This is an optimization exercise on Yosys and OpenROAD, whose aim is small area, a short achievable clock period and few clock cycles, not a production implementation. RTL that was checked went through simulation tests only; none was proved equivalent to the original. No activity file was given, so power comes from the tool's default toggle rates.

## old
Design servo_bus_status_frame_parser_core, start of the top module:
module servo_bus_status_frame_parser_core (
    input  logic                            i_clk,
    input  logic                            i_rst_n,
    input  logic                            i_cfg_we,
    input  logic [sbsp_pkg::CFG_IDX_W-1:0]  i_cfg_idx,
    input  logic [sbsp_pkg::CFG_DATA_W-1:0] i_cfg_data,
    input  logic                            i_rx_valid,
    output logic                            o_rx_ready,
    input  logic [sbsp_pkg::BYTE_W-1:0]     i_rx_byte,
    output logic                            o_res_valid,
    input  logic                            i_res_ready,
    output logic [1:0]                      o_res_status,
    output logic [sbsp_pkg::BYTE_W-1:0]     o_res_servo_id,
    output logic [sbsp_pkg::BYTE_W-1:0]     o_res_error_byte,
    output logic                            o_res_data_valid,
    output logic [sbsp_pkg::BYTE_W-1:0]     o_res_data_byte,
    output logic [sbsp_pkg::PAR_W-1:0]      o_res_data_index,
    output logic                            o_res_last
);
Settings: LEC_CHECK=0, CAP_MARGIN=20, CORE_MARGIN=2, CORE_UTILIZATION=40, CTS_CLUSTER_DIAMETER=100, CTS_CLUSTER_SIZE=24, PLACE_DENSITY=0.6, SETUP_SLACK_MARGIN=3.0, SLEW_MARGIN=20; clock period 5.0 ns.
standard.sh (not shown) runs the stock make flow with config.mk's settings and CLKGATE_MAP_FILE= SYNTH_SCRIPT=/design/flow/synth_recipe.tcl, a recipe that flattens the netlist after the stock synthesis.
==> flow/flow/run.sh <==
#!/bin/bash
# The standard layout, with the port buffers made from buf_2 cells instead of the
# slower cells buffer_ports picks by itself. Each tool's full output goes to its own log.
set -euo pipefail
bash standard.sh BUFFER_PORTS_ARGS="-buffer_cell sky130_fd_sc_hd__buf_2" finish > standard_flow.log 2>&1
old closes out successfully: all stages finished, all timing, DRC and antenna checks passed.
Testbench counts of old, summed over its fixed seeds: cycles 43,305.
Edits applied to the flow inputs when going from old to new:
--- a/flow/design.v
+++ b/flow/design.v
@@ -83,16 +83,16 @@
     output logic [sbsp_pkg::BYTE_W-1:0]     o_res_servo_id,
     output logic [sbsp_pkg::BYTE_W-1:0]     o_res_error_byte,
     output logic                            o_res_data_valid,
     output logic [sbsp_pkg::BYTE_W-1:0]     o_res_data_byte,
     output logic [sbsp_pkg::PAR_W-1:0]      o_res_data_index,
     output logic                            o_res_last
 );
-    localparam int QD = 3;                  
-    localparam int QW = 2;
+    localparam int QD = 2;                  
+    localparam int QW = 1;
     logic [BYTE_W-1:0] r_scan_limit, n_scan_limit;
     logic [LEN_W-1:0]  r_max_length;
     always_comb begin
         n_scan_limit = r_scan_limit;
         if (!i_rst_n)                                     n_scan_limit = SCAN_LIMIT_RST;
         else if (i_cfg_we && i_cfg_idx == CFG_SCAN_LIMIT) n_scan_limit = i_cfg_data;
     end
@@ -429,43 +429,31 @@
     end
     logic          e0, e1;    
     logic          w0, w1;    
     logic          hit1;      
     logic          lim_small;
     logic          q_ok;
     logic          b_ok;
-    logic r_near;
-    always_ff @(posedge i_clk) begin
-        if (!i_rst_n) r_near <= 1'b1;
-        else          r_near <= i_cfg_we || (({1'b0, r_sc} + 9'd2) >= {1'b0, r_scan_limit});
-    end
-    assign hit1      = r_near;
+    logic [QW+1:0] q_need;
+    assign hit1      = ({1'b0, r_sc} + 9'd1) >= {1'b0, r_scan_limit};
     assign lim_small = (r_scan_limit <= 8'd1) || i_cfg_we;
     assign e0        = acc && (r_ph_c || (r_ph_e && r_lbad) || (r_ph_h && hit));
     assign w0        = buf_we;
     always_comb begin
         if (acc) begin
             e1 = (r_ph_p && r_cz) || (r_ph_e && !r_lbad && r_l2) || r_ph_l || (r_ph_h && hit1);
             w1 = (r_ph_p && !r_cz) || (r_ph_e && !r_lbad && !r_l2);
         end else begin
             e1 = r_ph_c || (r_ph_e && r_lbad) || (r_ph_h && hit);
             w1 = r_ph_p;
         end
     end
     logic [QW:0] q_cnt;
     assign q_cnt  = r_qn + {{QW{1'b0}}, r_pushd};
-    logic q_le1, q_le2;       
-    assign q_le1 = (q_cnt <= (QW+1)'(QD - 1)) || pop;
-    assign q_le2 = (q_cnt <= (QW+1)'(QD - 2)) || (pop && q_cnt <= (QW+1)'(QD - 1));
-    always_comb begin
-        if (lim_small || (e0 && e1)) q_ok = q_le2;
-        else if (e0 || e1)           q_ok = q_le1;
-        else                         q_ok = 1'b1;
-        if (w0 && w1)                b_ok = (r_occ <= 6'd46);
-        else if (w0 || w1)           b_ok = (r_occ <= 6'd47);
-        else                         b_ok = 1'b1;
-    end
+    assign q_need = {1'b0, q_cnt} + (lim_small ? (QW+2)'(2) : (QW+2)'(e0) + (QW+2)'(e1));
+    assign q_ok   = q_need <= (QW+2)'(QD) + (QW+2)'(pop);
+    assign b_ok   = ({1'b0, r_occ} + 7'(w0) + 7'(w1)) <= 7'(MAX_PARAMS);
     always_ff @(posedge i_clk) begin
         if (!i_rst_n) r_rdy <= 1'b0;
         else          r_rdy <= q_ok && b_ok;
     end
 endmodule
Notes after the runs:
- When new is set beside old, its number of sequential cells in the layout turns out to be 4.6% smaller.
- From old to new the numbers moved as follows: sequential share of the synthesized area dropped 0.49 points, tapcell count decreased by 7.6% relative to the old numbers, setup slack after layout now sits lower.
- From old to new the numbers moved as follows: sequential fraction of total cell area ~0 delta; combinational group share of total power -1.4 points; DRC marker count from the first detailed-route iteration +12.
The RTL of new was laid out without a check of its function.

* * *

## oak
Another version of the RTL of servo_bus_status_frame_parser_core (not shown whole).
Size in the first run: roughly 1900 cells after synthesis, roughly 630 flip-flops, ~58 I/O pins.
Settings: LEC_CHECK=0, CAP_MARGIN=20, CORE_MARGIN=2, CORE_UTILIZATION=40, CTS_CLUSTER_DIAMETER=100, CTS_CLUSTER_SIZE=24, PLACE_DENSITY=0.6, SETUP_SLACK_MARGIN=3.0, SLEW_MARGIN=20; clock period 5.0 ns.
Scripts as last shown in full above: flow/flow/run.sh
No stage failed in oak, and the final checks on the layout all came back clean.
What maple does differently from oak at the input level:
diff --git a/flow/design.v b/flow/design.v
--- a/flow/design.v
+++ b/flow/design.v
@@ -83,16 +83,16 @@
     output logic [sbsp_pkg::BYTE_W-1:0]     o_res_servo_id,
     output logic [sbsp_pkg::BYTE_W-1:0]     o_res_error_byte,
     output logic                            o_res_data_valid,
     output logic [sbsp_pkg::BYTE_W-1:0]     o_res_data_byte,
     output logic [sbsp_pkg::PAR_W-1:0]      o_res_data_index,
     output logic                            o_res_last
 );
-    localparam int QD = 3;                  
-    localparam int QW = 2;
+    localparam int QD = 2;                  
+    localparam int QW = 1;
     logic [BYTE_W-1:0] r_scan_limit, n_scan_limit;
     logic [LEN_W-1:0]  r_max_length;
     always_comb begin
         n_scan_limit = r_scan_limit;
         if (!i_rst_n)                                     n_scan_limit = SCAN_LIMIT_RST;
         else if (i_cfg_we && i_cfg_idx == CFG_SCAN_LIMIT) n_scan_limit = i_cfg_data;
     end
@@ -429,31 +429,43 @@
     end
     logic          e0, e1;    
     logic          w0, w1;    
     logic          hit1;      
     logic          lim_small;
     logic          q_ok;
     logic          b_ok;
-    logic [QW+1:0] q_need;
-    assign hit1      = ({1'b0, r_sc} + 9'd1) >= {1'b0, r_scan_limit};
+    logic r_near;
+    always_ff @(posedge i_clk) begin
+        if (!i_rst_n) r_near <= 1'b1;
+        else          r_near <= i_cfg_we || (({1'b0, r_sc} + 9'd2) >= {1'b0, r_scan_limit});
+    end
+    assign hit1      = r_near;
     assign lim_small = (r_scan_limit <= 8'd1) || i_cfg_we;
     assign e0        = acc && (r_ph_c || (r_ph_e && r_lbad) || (r_ph_h && hit));
     assign w0        = buf_we;
     always_comb begin
         if (acc) begin
             e1 = (r_ph_p && r_cz) || (r_ph_e && !r_lbad && r_l2) || r_ph_l || (r_ph_h && hit1);
             w1 = (r_ph_p && !r_cz) || (r_ph_e && !r_lbad && !r_l2);
         end else begin
             e1 = r_ph_c || (r_ph_e && r_lbad) || (r_ph_h && hit);
             w1 = r_ph_p;
         end
     end
     logic [QW:0] q_cnt;
     assign q_cnt  = r_qn + {{QW{1'b0}}, r_pushd};
-    assign q_need = {1'b0, q_cnt} + (lim_small ? (QW+2)'(2) : (QW+2)'(e0) + (QW+2)'(e1));
-    assign q_ok   = q_need <= (QW+2)'(QD) + (QW+2)'(pop);
-    assign b_ok   = ({1'b0, r_occ} + 7'(w0) + 7'(w1)) <= 7'(MAX_PARAMS);
+    logic q_le1, q_le2;       
+    assign q_le1 = (q_cnt <= (QW+1)'(QD - 1)) || pop;
+    assign q_le2 = (q_cnt <= (QW+1)'(QD - 2)) || (pop && q_cnt <= (QW+1)'(QD - 1));
+    always_comb begin
+        if (lim_small || (e0 && e1)) q_ok = q_le2;
+        else if (e0 || e1)           q_ok = q_le1;
+        else                         q_ok = 1'b1;
+        if (w0 && w1)                b_ok = (r_occ <= 6'd46);
+        else if (w0 || w1)           b_ok = (r_occ <= 6'd47);
+        else                         b_ok = 1'b1;
+    end
     always_ff @(posedge i_clk) begin
         if (!i_rst_n) r_rdy <= 1'b0;
         else          r_rdy <= q_ok && b_ok;
     end
 endmodule
--- outcome ---
Delta (maple minus oak): worst setup slack higher; headroom to the max-slew limit grew by 2.5 points.
Looking at starting density of the core, maple sits 0.29 points above oak.
A last element of the critical path of o_rx_ready is what maple shows, while r_sc[4] belongs to oak.
Changes observed in maple relative to oak: count of clock tree sinks saw a decrease, area of all placed cells without fillers saw a decrease.
The relative area of non-clock buffer cells in the final design reported for maple is smaller than that of oak by 0.92 points.
When the final numbers for maple and oak were put side by side, the multiplexer share of the synthesized area turned out to be greater in maple.
No functional check of the RTL was part of any run of this note.

* * *

Another version of the RTL of servo_bus_status_frame_parser_core (not shown whole).
Size in the first run: ~1800 cells after synthesis, about 58 I/O pins, ~26000 um2 of cells after synthesis.
clock: 5.0 ns
lec_check: 0
cap_margin: 20
core_margin: 2
core_utilization: 40
cts_cluster_diameter: 100
cts_cluster_size: 24
place_density: 0.6
setup_slack_margin: 3.0
slew_margin: 20
Scripts as last shown in full above: flow/flow/run.sh
Testbench counts at the start, summed over its fixed seeds: cycles 43,520.
Then changed:
--- a/flow/design.v
+++ b/flow/design.v
@@ -330,20 +330,19 @@
     logic [1:0]        r_ost;
     logic [BYTE_W-1:0] r_oid;
     logic [BYTE_W-1:0] r_oer;
     logic              r_odv;
     logic [BYTE_W-1:0] r_obyte;
     logic [PAR_W-1:0]  r_oidx;
     logic              r_olast;
     logic              r_rd;
     logic              r_act;                
-    logic [PAR_W-1:0]  r_alix;               
-    logic [PAR_W-1:0]  r_rk;                 
+    logic [PAR_W-1:0]  r_arem;               
     logic              r_al;                 
     logic              r_hdv;                
     logic              r_hs;                 
     logic              ld;
     logic              qne;
     logic              take;
     logic              rd;
     logic [QW-1:0]     qh1;
     assign ld   = !r_ov || i_res_ready;
@@ -388,28 +387,27 @@
     always_ff @(posedge i_clk) begin
         if (!qne) begin
             r_hdv <= dv_h;
             r_hs  <= s_h;
         end else if (pop) begin
             r_hdv <= dv_h1;
             r_hs  <= s_h1;
         end
         if (take) begin
-            r_rk <= r_act ? r_rk + 6'd1 : 6'd1;
-            r_al <= r_act ? ((r_rk + 6'd1) == r_alix) : (q_lix[r_qh] == 6'd1);
+            r_arem <= r_act ? r_arem - 6'd1 : q_lix[r_qh] - 6'd1;
+            r_al   <= r_act ? (r_arem == 6'd1) : (q_lix[r_qh] == 6'd1);
         end
-        if (pop) r_alix <= q_lix[r_qh];
     end
     always_ff @(posedge i_clk) begin
         if (ld) begin
             if (r_act) begin
                 r_obyte <= buf_rdata;
-                r_oidx  <= r_rk;
+                r_oidx  <= r_oidx + 6'd1;
                 r_olast <= r_al;
             end else begin
                 r_ost   <= q_st[r_qh];
                 r_oid   <= q_id[r_qh];
                 r_oer   <= q_er[r_qh];
                 r_odv   <= r_hdv;
                 r_obyte <= r_hdv ? buf_rdata : '0;
                 r_oidx  <= '0;
                 r_olast <= r_hs;
After rerunning: The new run passed the timing, DRC and antenna checks; first-iteration DRC count went down by 13%; hold slack got worse by 6.1 ps; die area barely changes; routed wire length went up by 4.0%; clock-buffer cell count does not change; worst setup slack got worse by 37 ps; power went up by 0.60%; final area went up by 0.60%; critical path depth does not change; core utilization went up by 0.27 points; synthesized cell count went up by 0.87%; area after synthesis barely changes.
Only the layout flow was run in the second run of this note; the RTL was not checked for function there.

==> separate check: timing with driven ports <==
Ports are ideal in the flow. The routed layouts listed here were re-timed in OpenROAD.
Step 1 (the two cells are an assumption about what drives the block):
set clk [get_ports {i_clk}]
set_driving_cell -lib_cell sky130_fd_sc_hd__clkbuf_16 $clk
set_driving_cell -lib_cell sky130_fd_sc_hd__buf_2 [delete_from_list [all_inputs] $clk]
Step 2 also shifts input and output timing later by t, the mid clock arrival at the registers, as if the neighbouring blocks saw the same clock.
Slacks: no drivers / after step 1 / after step 2; pairs: no drivers / after step 1.
| run | t (ns) | setup WS [ns] | hold slack, ns | worst setup path at the end | worst register clock-pin slew, ns |
|---|---|---|---|---|---|
| old | 0.679 | 2.839 / 2.774 / 2.295 | 0.460 / 0.460 / 0.460 | input to register | 0.10 / 0.10 |
| new | 0.665 | 1.516 / 1.516 / 1.414 | 0.461 / 0.461 / 0.461 | input to register | 0.10 / 0.10 |
| oak | 0.678 | 1.059 / 1.059 / 1.059 | 0.467 / 0.467 / 0.467 | register to register | 0.11 / 0.11 |
| maple | 0.688 | 2.735 / 2.676 / 2.060 | 0.471 / 0.471 / 0.471 | input to register | 0.10 / 0.10 |
| the first run of note 3 | 0.669 | 2.818 / 2.759 / 2.553 | 0.472 / 0.442 / 0.476 | input to register | 0.10 / 0.10 |
| the second run of note 3 | 0.686 | 2.781 / 2.716 / 2.455 | 0.466 / 0.442 / 0.466 | input to register | 0.10 / 0.10 |
After both steps every run listed still meets setup and hold. The setup slack of maple, which loses most, moves by -0.059 ns with the drivers and by -0.675 ns with both steps.
